Background: an optimization exercise with open tools, aiming at small area, a short achievable clock period and few clock cycles per item. Do not read the settings as production practice.
Function was checked by simulation only, so behaviour that the tests miss may differ from the original.
The clock port is modelled as an ideal driver, which makes a skipped or thinned clock tree look cheaper than it is; a real chip needs a root buffer or a tree.
Power and IR drop assume default switching activity.

## try-amber
Design fuzzy_signature_scanner, start of the top module:
module fuzzy_signature_scanner #(
   parameter int PATTERN_LEN = 32,
   parameter int OFFSET_BITS = 32
) (
   input  logic                      clock,
   input  logic                      reset,
   input  logic                      req_valid,
   output logic                      req_ready,
   input  logic [7:0]                req_data_byte,
   input  logic                      req_end_of_region,
   output logic                      rsp_valid,
   input  logic                      rsp_ready,
   output logic                      rsp_found,
   output logic [31:0]               rsp_hit_offset,
   input  logic                      csr_wr_en,
   input  logic [2:0]                csr_index,
   input  logic [63:0]               csr_wdata
);
export LEC_CHECK = 0
export ABC_CLOCK_PERIOD_IN_PS = 2500
export CAP_MARGIN = 20
export CORE_MARGIN = 2
export CORE_UTILIZATION = 60
export CTS_CLUSTER_DIAMETER = 80
export CTS_CLUSTER_SIZE = 30
export SETUP_SLACK_MARGIN = 4.8
export SLEW_MARGIN = 20
create_clock -name core_clock -period 7.5 [get_ports {clock}]
standard.sh (not shown) runs the stock make flow with config.mk's settings and CLKGATE_MAP_FILE= SYNTH_SCRIPT=/design/flow/synth_recipe.tcl, a recipe that flattens the netlist after the stock synthesis.
==> flow/flow/run.sh <==
#!/bin/bash
set -euo pipefail
bash standard.sh \
  "BUFFER_PORTS_ARGS=-buffer_cell sky130_fd_sc_hd__buf_1" \
  "PRE_RESIZE_TCL=$PWD/flow/ports.tcl" \
  "CTS_ARGS=-sink_clustering_enable -repair_clock_nets -sink_clustering_size 30 -sink_clustering_max_diameter 80 -dont_use_dummy_load" \
  finish > flow.log 2>&1
==> flow/flow/ports.tcl <==
# PRE_RESIZE hook: the port buffers start as buf_1; the inputs that fan out to many
# enables or feed long control paths get a stronger buffer.
foreach port {csr_wr_en csr_index[0] csr_index[1] csr_index[2] reset req_valid rsp_ready req_end_of_region} {
  foreach pin [get_pins -of_objects [get_nets $port]] {
    set inst [get_cells -of_objects $pin]
    set master [get_property [get_lib_cells -of_objects $inst] name]
    if {[string match "sky130_fd_sc_hd__buf_*" $master]} {
      puts "ports.tcl: [get_full_name $inst] ($master) -> sky130_fd_sc_hd__buf_4 for $port"
      replace_cell $inst sky130_fd_sc_hd__buf_4
    }
  }
}
# A fanout limit, so that the resizer builds buffer trees for the wide enables (CSR writes,
# the match counters' step) before timing repair.
set_max_fanout 24 [current_design]
Testbench counts of try-amber, summed over its fixed seeds: cycles 35,186, bytes 35,180.
Setup changes, try-amber to try-zinc
--- a/flow/flow/ports.tcl
+++ b/flow/flow/ports.tcl
@@ -13,3 +12,0 @@
-# A fanout limit, so that the resizer builds buffer trees for the wide enables (CSR writes,
-# the match counters' step) before timing repair.
-set_max_fanout 24 [current_design]
--- a/flow/config.mk
+++ b/flow/config.mk
@@ -14 +14 @@
-export SETUP_SLACK_MARGIN = 4.8
+export SETUP_SLACK_MARGIN = 4.7
--- outcome ---
Looking only at area growth from synthesis to layout, and setting everything else aside, the lower value of try-zinc and try-amber goes to try-zinc. try-zinc vs try-amber — fraction of layout instances using a drive strength above 1 dropped 3.6 points. Between try-zinc and try-amber, the H-tree depth does not differ in any meaningful way. Detailed-route wire length on metal 1 shrinks by a little under 10% when moving from try-amber to try-zinc. Global-route usage (try-zinc over try-amber): decrease, 2.1 points. Sort try-zinc and try-amber by global-route wire length before repair desc -> top: try-amber. Taking try-amber as 1.0, try-zinc lands at 0.913 on wire length. The global-route track usage on met2 of try-zinc falls short of that of try-amber by 5.3 points. Comparing try-zinc and try-amber, share of cell area taken by flip-flops and latches is higher on try-zinc. Summary of the comparison: cell count is lower in try-zinc, relative to try-amber.

========
## JK
fuzzy_signature_scanner again, from the RTL that the note above started with.
clock: 7.5 ns
lec_check: 0
abc_clock_period_in_ps: 2500
cap_margin: 20
core_margin: 2
core_utilization: 60
cts_cluster_diameter: 80
cts_cluster_size: 30
slew_margin: 20
==> flow/flow/run.sh <==
#!/bin/bash
set -euo pipefail
bash standard.sh \
  "BUFFER_PORTS_ARGS=-buffer_cell sky130_fd_sc_hd__buf_1" \
  "PRE_RESIZE_TCL=$PWD/flow/ports.tcl" \
  "PRE_CTS_TCL=$PWD/flow/ctsroot.tcl" \
  "CTS_ARGS=-sink_clustering_enable -repair_clock_nets -sink_clustering_size 30 -sink_clustering_max_diameter 80 -dont_use_dummy_load" \
  SETUP_SLACK_MARGIN=5.1 \
  finish > flow.log 2>&1
==> flow/flow/ctsroot.tcl <==
rename clock_tree_synthesis my_orig_clock_tree_synthesis
proc clock_tree_synthesis {args} {
  my_orig_clock_tree_synthesis {*}$args
  set block [ord::get_db_block]
  set root [$block findInst clkbuf_0_clock]
  if {$root eq "NULL"} {
    puts "ctsroot.tcl: no root buffer clkbuf_0_clock, tree left as built"
    return
  }
  set in [[$root findITerm A] getNet]
  set out [[$root findITerm X] getNet]
  set loads {}
  foreach it [$out getITerms] { if {[$it isInputSignal]} { lappend loads $it } }
  if {[llength $loads] > 4} {
    puts "ctsroot.tcl: root buffer drives [llength $loads] pins, tree left as built"
    return
  }
  foreach it $loads { $it disconnect; $it connect $in }
  odb::dbInst_destroy $root
  odb::dbNet_destroy $out
  $in setSigType CLOCK
  puts "ctsroot.tcl: removed clkbuf_0_clock; the clock port drives [llength $loads] buffers"
}
==> flow/flow/ports.tcl <==
# PRE_RESIZE hook: the port buffers start as buf_1; the inputs that fan out to many
# enables or feed long control paths get a stronger buffer.
foreach port {csr_wr_en csr_index[0] csr_index[1] csr_index[2] reset req_valid rsp_ready req_end_of_region} {
  foreach pin [get_pins -of_objects [get_nets $port]] {
    set inst [get_cells -of_objects $pin]
    set master [get_property [get_lib_cells -of_objects $inst] name]
    if {[string match "sky130_fd_sc_hd__buf_*" $master]} {
      puts "ports.tcl: [get_full_name $inst] ($master) -> sky130_fd_sc_hd__buf_4 for $port"
      replace_cell $inst sky130_fd_sc_hd__buf_4
    }
  }
}
Testbench counts of JK, summed over its fixed seeds: cycles 35,186, bytes 35,180.
Relative to JK, the following input files were edited for MS:
- SETUP_SLACK_MARGIN now 4.8, previously not set
- CORE_UTILIZATION now 70, was 60
==> flow/flow/run.sh <==
#!/bin/bash
set -euo pipefail
bash standard.sh \
  "BUFFER_PORTS_ARGS=-buffer_cell sky130_fd_sc_hd__buf_1" \
  "PRE_RESIZE_TCL=$PWD/flow/ports.tcl" \
  "CTS_ARGS=-sink_clustering_enable -repair_clock_nets -sink_clustering_size 30 -sink_clustering_max_diameter 80 -dont_use_dummy_load" \
  finish > flow.log 2>&1
removed: flow/flow/ctsroot.tcl
## What came out
Taking JK as the reference, in MS area after synthesis flat; die footprint decreased by 14% relative to the old numbers.
Diff JK..MS | number of sinks driven by the clock tree | unchanged
Relative to JK, MS improves post-detailed-routing wire length.
Area of combinational cells with multiple inputs was higher in JK than in MS.
From JK to MS the numbers moved as follows: area growth from synthesis to layout now sits lower, number of filler instances in the final layout now sits lower, post-layout total power now sits lower, clock distribution area overhead in the final layout now sits lower, proportion of power drawn by the clock network now sits lower.
Fmax: MS lower than JK
Input-level comparison between AL and MS:
- CORE_UTILIZATION now 60, was 70
Diff MS -> AL: final clock period utilization by the worst path decreased by 2.5 points relative to the old numbers, global-route wire length before repair increased by 2.5% relative to the old numbers. Sequential group share of total power: AL and MS compared, lower one is AL. After detailed routing, MS needs less wire than AL. Taking AL over MS, the number of design-rule violations left by the first detailed-router iteration ratio works out to 0.74. Delta (AL minus MS): final period demand of the worst path has decreased, layout overhead on the synthesized area increased by 0.95 points relative to the old numbers, via count now sits lower.
Input changes introduced in TR (baseline for comparison: AL):
- changing SETUP_SLACK_MARGIN from 4.8 to 5
==> flow/flow/run.sh <==
#!/bin/bash
set -euo pipefail
bash standard.sh \
  "BUFFER_PORTS_ARGS=-buffer_cell sky130_fd_sc_hd__buf_1" \
  "PRE_RESIZE_TCL=$PWD/flow/ports.tcl" \
  "PRE_CTS_TCL=$PWD/flow/ctsroot.tcl" \
  "CTS_ARGS=-sink_clustering_enable -repair_clock_nets -sink_clustering_size 30 -sink_clustering_max_diameter 80 -dont_use_dummy_load" \
  finish > flow.log 2>&1
==> flow/flow/ctsroot.tcl (new file) <==
rename clock_tree_synthesis my_orig_clock_tree_synthesis
proc clock_tree_synthesis {args} {
  my_orig_clock_tree_synthesis {*}$args
  set block [ord::get_db_block]
  set root [$block findInst clkbuf_0_clock]
  if {$root eq "NULL"} {
    puts "ctsroot.tcl: no root buffer clkbuf_0_clock, tree left as built"
    return
  }
  set in [[$root findITerm A] getNet]
  set out [[$root findITerm X] getNet]
  set loads {}
  foreach it [$out getITerms] { if {[$it isInputSignal]} { lappend loads $it } }
  if {[llength $loads] > 4} {
    puts "ctsroot.tcl: root buffer drives [llength $loads] pins, tree left as built"
    return
  }
  foreach it $loads { $it disconnect; $it connect $in }
  odb::dbInst_destroy $root
  odb::dbNet_destroy $out
  $in setSigType CLOCK
  puts "ctsroot.tcl: removed clkbuf_0_clock; the clock port drives [llength $loads] buffers"
}
==> comparison <==
The data arrival time at the worst-slack endpoint in TR sits 1.40 ns above the value recorded for AL.
A start point of the critical path of csr_index[1] is what TR shows, while off_ff[21]$_DFF_P_ belongs to AL.
Post-route cell area: TR and AL compared, lower one is AL
Total routing resource utilization after global routing in TR vs AL: up 1.2 points
From AL to TR the numbers moved as follows: delay of the slowest critical-path stage fell by 0.09 ns, clock buffer count in the final layout fell by 1, final cell count without fillers rose by 1.0%.
Of the two candidates, AL has the worse setup slack and TR the better one.
Cmp TR vs AL: register fraction of the total cell area lower in TR
Routed wire length of TR exceeds that of AL by a few percent.
Between TR and AL, portion of the layout cell area used by clock cells is lower for TR, AL comes in above that.

========
Another version of the RTL of fuzzy_signature_scanner (not shown whole).
==> flow/design.v (excerpt) <==
module fuzzy_signature_scanner #(
   parameter int PATTERN_LEN = 32,
   parameter int OFFSET_BITS = 32
) (
   input  logic                      clock,
   input  logic                      reset,
   input  logic                      req_valid,
   output logic                      req_ready,
   input  logic [7:0]                req_data_byte,
   input  logic                      req_end_of_region,
   output logic                      rsp_valid,
   input  logic                      rsp_ready,
   output logic                      rsp_found,
   output logic [31:0]               rsp_hit_offset,
   input  logic                      csr_wr_en,
   input  logic [2:0]                csr_index,
   input  logic [63:0]               csr_wdata
);
==> flow/config.mk <==
export PLATFORM = sky130hd
export DESIGN_NAME = fuzzy_signature_scanner
export DESIGN_NICKNAME = fuzzy_signature_scanner
export VERILOG_FILES = /design/flow/design.v
export SDC_FILE = /design/flow/constraint.sdc
export NUM_CORES = 4
export LEC_CHECK = 0
export ABC_CLOCK_PERIOD_IN_PS = 2500
export CAP_MARGIN = 20
export CORE_MARGIN = 2
export CORE_UTILIZATION = 60
export CTS_CLUSTER_DIAMETER = 80
export CTS_CLUSTER_SIZE = 30
export SETUP_SLACK_MARGIN = 4.9
export SLEW_MARGIN = 20
==> flow/constraint.sdc <==
create_clock -name core_clock -period 7.5 [get_ports {clock}]
set_input_delay 1.5000 -clock core_clock [delete_from_list [all_inputs] [get_ports {clock}]]
set_output_delay 1.5000 -clock core_clock [all_outputs]
set_load 0.01 [all_outputs]
==> flow/flow/run.sh <==
#!/bin/bash
set -euo pipefail
bash standard.sh \
  "BUFFER_PORTS_ARGS=-buffer_cell sky130_fd_sc_hd__buf_1" \
  "CTS_ARGS=-sink_clustering_enable -repair_clock_nets -sink_clustering_size 30 -sink_clustering_max_diameter 80 -dont_use_dummy_load" \
  finish > flow.log 2>&1
The starting point went through all stages and came out clean.
Testbench counts at the start, summed over its fixed seeds: cycles 35,186, bytes 35,180.
Edit:
--- a/flow/flow/run.sh
+++ b/flow/flow/run.sh
@@ -4 +3,0 @@
-  "BUFFER_PORTS_ARGS=-buffer_cell sky130_fd_sc_hd__buf_1" \
Power grows slightly.
Sequential power hardly moves.
Clock-buffer cell count shrinks by 1.
Routed wire length grows by a few percent.
Via count grows by a few percent.
Non-clock buffer count grows by 33.
Area after synthesis is unchanged.
Worst setup slack gains 0.16 ns.
Core utilization grows by 2.9 points.
Clock skew barely changes.
Cell area grows by a few percent.
Edit:
==> flow/run.sh (new file) <==
#!/bin/bash
# synth_recipe.tcl (not shown) runs the flow's synth.tcl, then flattens the netlist and writes it again
# the make line also repeats each setting of config.mk as NAME=value (left out here)
make -C /OpenROAD-flow-scripts/flow DESIGN_CONFIG=/design/flow/config.mk WORK_HOME=/design/flow/orfs CLKGATE_MAP_FILE= SYNTH_SCRIPT=/design/flow/synth_recipe.tcl finish
--- a/flow/config.mk
+++ b/flow/config.mk
@@ -11,4 +11,4 @@
-export CORE_UTILIZATION = 60
-export CTS_CLUSTER_DIAMETER = 80
-export CTS_CLUSTER_SIZE = 30
-export SETUP_SLACK_MARGIN = 4.9
+export CORE_UTILIZATION = 55
+export CTS_CLUSTER_DIAMETER = 60
+export CTS_CLUSTER_SIZE = 25
+export SETUP_SLACK_MARGIN = 5
removed: flow/flow/run.sh
removed: flow/standard.sh
After rerunning: Final area goes up by about 5%; total power rises by 16%; count of clock-buffer cells in the layout rises by 20; register-to-register slack improved by 0.15 ns; global-route usage drops by 1.3 points; sequential power is about the same; worst setup slack hardly moves; via count goes up by 1.4%.

port drivers added, routing unchanged:
How much do the figures lean on ideal ports? The routed layouts below were timed once more, with nothing changed but the port constraints. Step 1 (the two cells are an assumption about what drives the block):
set clk [get_ports {clock}]
set_driving_cell -lib_cell sky130_fd_sc_hd__clkbuf_16 $clk
set_driving_cell -lib_cell sky130_fd_sc_hd__buf_2 [delete_from_list [all_inputs] $clk]
Step 2, shift: input delay + t, output delay - t, t = (earliest + latest rising clock arrival at the registers) / 2. This alone moves slack from input paths to output paths. Three values: ideal ports, drivers, drivers and shift; two values: the first two.
run | shift t [ns] | setup slack, ns | latest minus earliest clock arrival (ns)
try-amber | 0.590 | 4.772 / 4.772 / 4.289 | 0.064 / 0.064
try-zinc | 0.591 | 4.641 / 4.673 / 4.082 | 0.046 / 0.046
JK | 0.480 | 4.965 / 4.925 / 4.511 | 0.048 / 0.048
MS | 0.572 | 4.663 / 4.690 / 4.118 | 0.064 / 0.064
AL | 0.594 | 4.854 / 4.799 / 4.328 | 0.044 / 0.044
TR | 0.476 | 4.999 / 4.963 / 4.568 | 0.043 / 0.042
the first run of note 3 | 0.593 | 4.770 / 4.775 / 4.182 | 0.048 / 0.048
the second run of note 3 | 0.584 | 4.932 / 4.875 / 4.381 | 0.043 / 0.043
the third run of note 3 | 0.590 | 4.934 / 4.881 / 4.414 | 0.031 / 0.030
After both steps setup and hold are still met in every run listed. The setup slack of the first run of note 3, which loses most, moves by +0.005 ns with the drivers and by -0.588 ns with both steps.
